What follows belongs to an exercise in optimizing a design on an open flow for small area, a short achievable clock period and few clock cycles; a production flow would make more cautious choices. Power is estimated from default activity; no workload was simulated.

// link_framer_top
module link_framer_top (
  input  logic       aclk,
  input  logic       aresetn,
  input  logic       in_tvalid,
  output logic       in_tready,
  input  logic [7:0] in_tdata,
  input  logic       in_tlast,
  output logic       out_tvalid,
  input  logic       out_tready,
  output logic [7:0] out_tdata,
  output logic       out_tlast
);
  logic body;
  logic b;
  logic body_d;
  logic b_d;
  logic fresh;
  logic at_stop;
  logic at_start;
  lf_and2   u_fresh (.a(body), .b(b), .y(fresh));
  lf_nor2b  u_stop  (.a(body), .bn(b), .y(at_stop));
  lf_nor2   u_start (.a(body), .b(b), .y(at_start));
  logic hi_n;      
  logic esc1_n;    
  logic esc0_n;    
  logic keep1_n;   
  logic keep0_n;   
  logic lo_n;      
  logic esc;       
  logic go_n;      
  lf_nand4  u_hi    (.a(in_tdata[6]), .b(in_tdata[5]), .c(in_tdata[4]), .d(in_tdata[3]), .y(hi_n));
  lf_nand4b u_esc1  (.an(in_tdata[7]), .b(in_tdata[2]), .c(in_tdata[0]), .d(fresh), .y(esc1_n));
  lf_nand4b u_esc0  (.an(in_tdata[7]), .b(in_tdata[2]), .c(in_tdata[1]), .d(fresh), .y(esc0_n));
  lf_a21oi  u_keep1 (.a1(body), .a2(in_tdata[1]), .b1(at_stop), .y(keep1_n));
  lf_a21oi  u_keep0 (.a1(body), .a2(in_tdata[0]), .b1(at_start), .y(keep0_n));
  lf_o21ai  u_out1  (.a1(hi_n), .a2(esc1_n), .b1(keep1_n), .y(out_tdata[1]));
  lf_o21ai  u_out0  (.a1(hi_n), .a2(esc0_n), .b1(keep0_n), .y(out_tdata[0]));
  lf_o211ai u_lo    (.a1(in_tdata[1]), .a2(in_tdata[0]), .b1(in_tdata[2]), .c1(fresh), .y(lo_n));
  ...
For scale: about 30 cells after synthesis, roughly 24 I/O pins, roughly 210 sq um of cells after synthesis.
==> module lf_nor3, before the edit <==
module lf_nor3 (input logic a, b, c, output logic y);
  assign y = !(a || b || c);
endmodule
==> module lf_o211ai, before the edit <==
module lf_o211ai (input logic a1, a2, b1, c1, output logic y);
  assign y = !((a1 || a2) && b1 && c1);
endmodule
==> module link_framer_top, before the edit <==
module link_framer_top (
  input  logic       aclk,
  input  logic       aresetn,
  input  logic       in_tvalid,
  output logic       in_tready,
  input  logic [7:0] in_tdata,
  input  logic       in_tlast,
  output logic       out_tvalid,
  input  logic       out_tready,
  output logic [7:0] out_tdata,
  output logic       out_tlast
);
  logic body;
  logic b;
  logic body_d;
  logic b_d;
  logic fresh;
  logic at_stop;
  logic at_start;
  lf_and2   u_fresh (.a(body), .b(b), .y(fresh));
  lf_nor2b  u_stop  (.a(body), .bn(b), .y(at_stop));
  lf_nor2   u_start (.a(body), .b(b), .y(at_start));
  logic hi_n;      
  logic esc1_n;    
  logic esc0_n;    
  logic keep1_n;   
  logic keep0_n;   
  logic lo_n;      
  logic esc;       
  logic go_n;      
  lf_nand4  u_hi    (.a(in_tdata[6]), .b(in_tdata[5]), .c(in_tdata[4]), .d(in_tdata[3]), .y(hi_n));
  lf_nand4b u_esc1  (.an(in_tdata[7]), .b(in_tdata[2]), .c(in_tdata[0]), .d(fresh), .y(esc1_n));
  lf_nand4b u_esc0  (.an(in_tdata[7]), .b(in_tdata[2]), .c(in_tdata[1]), .d(fresh), .y(esc0_n));
  lf_a21oi  u_keep1 (.a1(body), .a2(in_tdata[1]), .b1(at_stop), .y(keep1_n));
  lf_a21oi  u_keep0 (.a1(body), .a2(in_tdata[0]), .b1(at_start), .y(keep0_n));
  lf_o21ai  u_out1  (.a1(hi_n), .a2(esc1_n), .b1(keep1_n), .y(out_tdata[1]));
  lf_o21ai  u_out0  (.a1(hi_n), .a2(esc0_n), .b1(keep0_n), .y(out_tdata[0]));
  lf_o211ai u_lo    (.a1(in_tdata[1]), .a2(in_tdata[0]), .b1(in_tdata[2]), .c1(fresh), .y(lo_n));
  lf_nor3   u_esc   (.a(hi_n), .b(lo_n), .c(in_tdata[7]), .y(esc));
  lf_nand2  u_go    (.a(out_tready), .b(body), .y(go_n));
  lf_nor2   u_rdy   (.a(go_n), .b(esc), .y(in_tready));
  logic ready_seq;
  lf_nor2   u_rdys  (.a(go_n), .b(esc), .y(ready_seq));
  lf_and2   u_out7  (.a(body), .b(in_tdata[7]), .y(out_tdata[7]));
  for (genvar k = 2; k < 7; k++) begin : g_hi
    lf_or2b u_outk  (.a(in_tdata[k]), .bn(body), .y(out_tdata[k]));
  end
  lf_or2    u_valid (.a(in_tvalid), .b(at_stop), .y(out_tvalid));
  assign out_tlast = at_stop;
  lf_next u_next (
    .body     (body),
    .b        (b),
    .at_start (at_start),
    .tvalid   (in_tvalid),
    .tready   (out_tready),
    .tlast    (in_tlast),
    .ready    (ready_seq),
    .body_d   (body_d),
    .b_d      (b_d)
  );
  always_ff @(posedge aclk or negedge aresetn) begin
    if (!aresetn) begin
      body <= 1'b0;
      b    <= 1'b0;
    end else begin
      body <= body_d;
      b    <= b_d;
    end
  end
endmodule
Settings: LEC_CHECK=0, CAP_MARGIN=20, CORE_AREA=3 3 61 61, CTS_BUF_LIST=sky130_fd_sc_hd__clkbuf_1, DIE_AREA=0 0 64 64, SLEW_MARGIN=20, SYNTH_HIERARCHICAL=1, SYNTH_MINIMUM_KEEP_SIZE=0; clock period 4.5 ns.
standard.sh (not shown) runs the stock make flow with config.mk's settings and CLKGATE_MAP_FILE= SYNTH_SCRIPT=/design/flow/synth_recipe.tcl, a recipe that flattens the netlist after the stock synthesis.
==> flow/flow/run.sh <==
#!/bin/bash
# The standard layout (the standard.sh) with extra ORFS settings:
# BUFFER_PORTS_ARGS="-buffer_cell sky130_fd_sc_hd__buf_1" ABC_LOAD_IN_FF=3
# make's full output goes to standard.log; each ORFS step keeps its own log under orfs/logs.
set -euo pipefail
bash standard.sh BUFFER_PORTS_ARGS="-buffer_cell sky130_fd_sc_hd__buf_1" ABC_LOAD_IN_FF=3 finish > standard.log 2>&1
The starting point finished with timing, DRC and antenna clean.
Change:
--- a/flow/design.v
+++ b/flow/design.v
@@ -30,14 +30,8 @@
   assign y = !(a && b && c && d);
 endmodule
 module lf_nand4b (input logic an, b, c, d, output logic y);
   assign y = !(!an && b && c && d);
-endmodule
-module lf_nor3 (input logic a, b, c, output logic y);
-  assign y = !(a || b || c);
-endmodule
-module lf_o211ai (input logic a1, a2, b1, c1, output logic y);
-  assign y = !((a1 || a2) && b1 && c1);
 endmodule
 module lf_a21oi (input logic a1, a2, b1, output logic y);
   assign y = !((a1 && a2) || b1);
 endmodule
@@ -84,9 +78,8 @@
   logic esc1_n;    
   logic esc0_n;    
   logic keep1_n;   
   logic keep0_n;   
-  logic lo_n;      
   logic esc;       
   logic go_n;      
   lf_nand4  u_hi    (.a(in_tdata[6]), .b(in_tdata[5]), .c(in_tdata[4]), .d(in_tdata[3]), .y(hi_n));
   lf_nand4b u_esc1  (.an(in_tdata[7]), .b(in_tdata[2]), .c(in_tdata[0]), .d(fresh), .y(esc1_n));
@@ -94,10 +87,9 @@
   lf_a21oi  u_keep1 (.a1(body), .a2(in_tdata[1]), .b1(at_stop), .y(keep1_n));
   lf_a21oi  u_keep0 (.a1(body), .a2(in_tdata[0]), .b1(at_start), .y(keep0_n));
   lf_o21ai  u_out1  (.a1(hi_n), .a2(esc1_n), .b1(keep1_n), .y(out_tdata[1]));
   lf_o21ai  u_out0  (.a1(hi_n), .a2(esc0_n), .b1(keep0_n), .y(out_tdata[0]));
-  lf_o211ai u_lo    (.a1(in_tdata[1]), .a2(in_tdata[0]), .b1(in_tdata[2]), .c1(fresh), .y(lo_n));
-  lf_nor3   u_esc   (.a(hi_n), .b(lo_n), .c(in_tdata[7]), .y(esc));
+  lf_a21oi  u_esc   (.a1(esc1_n), .a2(esc0_n), .b1(hi_n), .y(esc));
   lf_nand2  u_go    (.a(out_tready), .b(body), .y(go_n));
   lf_nor2   u_rdy   (.a(go_n), .b(esc), .y(in_tready));
   logic ready_seq;
   lf_nor2   u_rdys  (.a(go_n), .b(esc), .y(ready_seq));
Sequential share of layout area went up by 0.29 points.
Flip-flop and latch count stays the same.
Area after synthesis came out lower by 3.5%.
Utilization shrinks by 0.24 points.
Clock skew decreases by 0.0046 ns.
Via count is higher by 0.96%.
No functional check of the RTL was part of any run of this note.

---

Another version of the RTL of link_framer_top (not shown whole).
Size in the first run: about 28 cells after synthesis, ~2 flip-flops, ~24 I/O pins.
==> module lf_next, before the edit <==
module lf_next (
  input  logic body,
  input  logic b,
  input  logic at_start,
  input  logic tvalid,
  input  logic tready,
  input  logic tlast,
  input  logic ready,
  output logic body_d,
  output logic b_d
);
  assign body_d = (at_start && tvalid && tready) || (body && !(tvalid && tlast && ready));
  assign b_d    = b ? (!tready || (body && (!tvalid || ready))) : (tvalid && tready);
endmodule
==> module link_framer_top, before the edit <==
module link_framer_top (
  input  logic       aclk,
  input  logic       aresetn,
  input  logic       in_tvalid,
  output logic       in_tready,
  input  logic [7:0] in_tdata,
  input  logic       in_tlast,
  output logic       out_tvalid,
  input  logic       out_tready,
  output logic [7:0] out_tdata,
  output logic       out_tlast
);
  logic body;
  logic b;
  logic body_d;
  logic b_d;
  logic fresh;
  logic at_stop;
  logic at_start;
  lf_and2   u_fresh (.a(body), .b(b), .y(fresh));
  lf_nor2b  u_stop  (.a(body), .bn(b), .y(at_stop));
  lf_nor2   u_start (.a(body), .b(b), .y(at_start));
  logic hi_n;      
  logic esc1_n;    
  logic esc0_n;    
  logic keep1_n;   
  logic keep0_n;   
  logic esc;       
  logic go_n;      
  lf_nand4  u_hi    (.a(in_tdata[6]), .b(in_tdata[5]), .c(in_tdata[4]), .d(in_tdata[3]), .y(hi_n));
  lf_nand4b u_esc1  (.an(in_tdata[7]), .b(in_tdata[2]), .c(in_tdata[0]), .d(fresh), .y(esc1_n));
  lf_nand4b u_esc0  (.an(in_tdata[7]), .b(in_tdata[2]), .c(in_tdata[1]), .d(fresh), .y(esc0_n));
  lf_a21oi  u_keep1 (.a1(body), .a2(in_tdata[1]), .b1(at_stop), .y(keep1_n));
  lf_a21oi  u_keep0 (.a1(body), .a2(in_tdata[0]), .b1(at_start), .y(keep0_n));
  lf_o21ai  u_out1  (.a1(hi_n), .a2(esc1_n), .b1(keep1_n), .y(out_tdata[1]));
  lf_o21ai  u_out0  (.a1(hi_n), .a2(esc0_n), .b1(keep0_n), .y(out_tdata[0]));
  lf_a21oi  u_esc   (.a1(esc1_n), .a2(esc0_n), .b1(hi_n), .y(esc));
  lf_nand2  u_go    (.a(out_tready), .b(body), .y(go_n));
  lf_nor2   u_rdy   (.a(go_n), .b(esc), .y(in_tready));
  lf_and2   u_out7  (.a(body), .b(in_tdata[7]), .y(out_tdata[7]));
  for (genvar k = 2; k < 7; k++) begin : g_hi
    lf_or2b u_outk  (.a(in_tdata[k]), .bn(body), .y(out_tdata[k]));
  end
  lf_or2    u_valid (.a(in_tvalid), .b(at_stop), .y(out_tvalid));
  assign out_tlast = at_stop;
  lf_next u_next (
    .body     (body),
    .b        (b),
    .at_start (at_start),
    .tvalid   (in_tvalid),
    .tready   (out_tready),
    .tlast    (in_tlast),
    .ready    (in_tready),
    .body_d   (body_d),
    .b_d      (b_d)
  );
  always_ff @(posedge aclk or negedge aresetn) begin
    if (!aresetn) begin
      body <= 1'b0;
      b    <= 1'b0;
    end else begin
      body <= body_d;
      b    <= b_d;
    end
  end
endmodule
==> flow/config.mk <==
export PLATFORM = sky130hd
export DESIGN_NAME = link_framer_top
export DESIGN_NICKNAME = link_framer_top
export VERILOG_FILES = /design/flow/design.v
export SDC_FILE = /design/flow/constraint.sdc
export NUM_CORES = 4
export LEC_CHECK = 0
export CAP_MARGIN = 20
export CORE_AREA = 3 3 61 61
export CTS_BUF_LIST = sky130_fd_sc_hd__clkbuf_1
export DIE_AREA = 0 0 64 64
export SLEW_MARGIN = 20
export SYNTH_HIERARCHICAL = 1
export SYNTH_MINIMUM_KEEP_SIZE = 0
==> flow/constraint.sdc <==
create_clock -name core_clock -period 4.5 [get_ports {aclk}]
set_input_delay 0.9000 -clock core_clock [delete_from_list [all_inputs] [get_ports {aclk}]]
set_output_delay 0.9000 -clock core_clock [all_outputs]
set_load 0.01 [all_outputs]
Scripts as last shown in full above: flow/flow/run.sh
==> next run, changes <==
--- a/flow/design.v
+++ b/flow/design.v
@@ -31,8 +31,20 @@
 endmodule
 module lf_nand4b (input logic an, b, c, d, output logic y);
   assign y = !(!an && b && c && d);
 endmodule
+module lf_nand3 (input logic a, b, c, output logic y);
+  assign y = !(a && b && c);
+endmodule
+module lf_nor3 (input logic a, b, c, output logic y);
+  assign y = !(a || b || c);
+endmodule
+module lf_o31ai (input logic a1, a2, a3, b1, output logic y);
+  assign y = !((a1 || a2 || a3) && b1);
+endmodule
+module lf_o211ai (input logic a1, a2, b1, c1, output logic y);
+  assign y = !((a1 || a2) && b1 && c1);
+endmodule
 module lf_a21oi (input logic a1, a2, b1, output logic y);
   assign y = !((a1 && a2) || b1);
 endmodule
 module lf_o21ai (input logic a1, a2, b1, output logic y);
@@ -44,14 +56,20 @@
   input  logic at_start,
   input  logic tvalid,
   input  logic tready,
   input  logic tlast,
-  input  logic ready,
+  input  logic hi_n,
+  input  logic lo_n,
+  input  logic d7,
   output logic body_d,
   output logic b_d
 );
-  assign body_d = (at_start && tvalid && tready) || (body && !(tvalid && tlast && ready));
-  assign b_d    = b ? (!tready || (body && (!tvalid || ready))) : (tvalid && tready);
+  logic rv;
+  logic esc;
+  assign rv  = tready && tvalid;
+  assign esc = !(hi_n || lo_n || d7);
+  assign body_d = (at_start && rv) || (body && !(rv && tlast && !esc));
+  assign b_d    = body ? (b ? !(rv && esc) : rv) : (b ? !tready : rv);
 endmodule
 module link_framer_top (
   input  logic       aclk,
   input  logic       aresetn,
@@ -76,20 +94,22 @@
   lf_nor2   u_start (.a(body), .b(b), .y(at_start));
   logic hi_n;      
   logic esc1_n;    
   logic esc0_n;    
+  logic lo_n;      
   logic keep1_n;   
   logic keep0_n;   
   logic esc;       
   logic go_n;      
   lf_nand4  u_hi    (.a(in_tdata[6]), .b(in_tdata[5]), .c(in_tdata[4]), .d(in_tdata[3]), .y(hi_n));
-  lf_nand4b u_esc1  (.an(in_tdata[7]), .b(in_tdata[2]), .c(in_tdata[0]), .d(fresh), .y(esc1_n));
-  lf_nand4b u_esc0  (.an(in_tdata[7]), .b(in_tdata[2]), .c(in_tdata[1]), .d(fresh), .y(esc0_n));
+  lf_nand3  u_esc1  (.a(in_tdata[2]), .b(in_tdata[0]), .c(fresh), .y(esc1_n));
+  lf_nand3  u_esc0  (.a(in_tdata[2]), .b(in_tdata[1]), .c(fresh), .y(esc0_n));
+  lf_o211ai u_lo    (.a1(in_tdata[1]), .a2(in_tdata[0]), .b1(in_tdata[2]), .c1(fresh), .y(lo_n));
   lf_a21oi  u_keep1 (.a1(body), .a2(in_tdata[1]), .b1(at_stop), .y(keep1_n));
   lf_a21oi  u_keep0 (.a1(body), .a2(in_tdata[0]), .b1(at_start), .y(keep0_n));
-  lf_o21ai  u_out1  (.a1(hi_n), .a2(esc1_n), .b1(keep1_n), .y(out_tdata[1]));
-  lf_o21ai  u_out0  (.a1(hi_n), .a2(esc0_n), .b1(keep0_n), .y(out_tdata[0]));
-  lf_a21oi  u_esc   (.a1(esc1_n), .a2(esc0_n), .b1(hi_n), .y(esc));
+  lf_o31ai  u_out1  (.a1(hi_n), .a2(in_tdata[7]), .a3(esc1_n), .b1(keep1_n), .y(out_tdata[1]));
+  lf_o31ai  u_out0  (.a1(hi_n), .a2(in_tdata[7]), .a3(esc0_n), .b1(keep0_n), .y(out_tdata[0]));
+  lf_nor3   u_esc   (.a(hi_n), .b(lo_n), .c(in_tdata[7]), .y(esc));
   lf_nand2  u_go    (.a(out_tready), .b(body), .y(go_n));
   lf_nor2   u_rdy   (.a(go_n), .b(esc), .y(in_tready));
   lf_and2   u_out7  (.a(body), .b(in_tdata[7]), .y(out_tdata[7]));
   for (genvar k = 2; k < 7; k++) begin : g_hi
@@ -103,9 +123,11 @@
     .at_start (at_start),
     .tvalid   (in_tvalid),
     .tready   (out_tready),
     .tlast    (in_tlast),
-    .ready    (in_tready),
+    .hi_n     (hi_n),
+    .lo_n     (lo_n),
+    .d7       (in_tdata[7]),
     .body_d   (body_d),
     .b_d      (b_d)
   );
   always_ff @(posedge aclk or negedge aresetn) begin
The new run produced a clean layout.
Hold slack improved by 0.0079 ns.
Flip-flop and latch count stays the same.
Maximum frequency increases by 0.88%.
Clock-buffer cell count does not change.
Setup slack gains 0.022 ns.
Cell area came out higher by 3.5%.
Area after synthesis is higher by 6.2%.
Die area stays the same.
Wire length climbs by 6.9%.
Total power shrinks by 1.4%.
Sequential power shrinks by 6.5%.
No run of this note included a check of the RTL's function; only the layout flow was run.

afterwards: timing with drivers on the ports:
No port has a modelled driver above. Below, the same layouts with a new extraction and two added sets of constraints. Step 1, drivers: a clkbuf_16 drives aclk and a buf_2 each remaining input, both assumed. Step 2 moves the port delays by t, midway between the first and last clock arrival at a register: inputs arrive t later, outputs are due t later. That takes back most of the time a late clock gives input paths. Three values: ideal, step 1, step 2; two values: the first two.
| run | shift t [ns] | slack for setup (ns) | clock arrival spread, ns |
|---|---|---|---|
| the first run of note 1 | 0.203 | 1.903 / 1.877 / 1.877 | 0.006 / 0.006 |
| the second run of note 1 | 0.217 | 1.986 / 1.965 / 1.965 | 0.001 / 0.001 |
| the first run of note 2 | 0.211 | 1.955 / 1.932 / 1.932 | 0.003 / 0.003 |
| the second run of note 2 | 0.214 | 1.977 / 1.953 / 1.953 | 0.003 / 0.003 |
After both steps setup and hold are still met in every run listed. The setup slack of the first run of note 1, which loses most, moves by -0.026 ns with the drivers and by -0.026 ns with both steps.
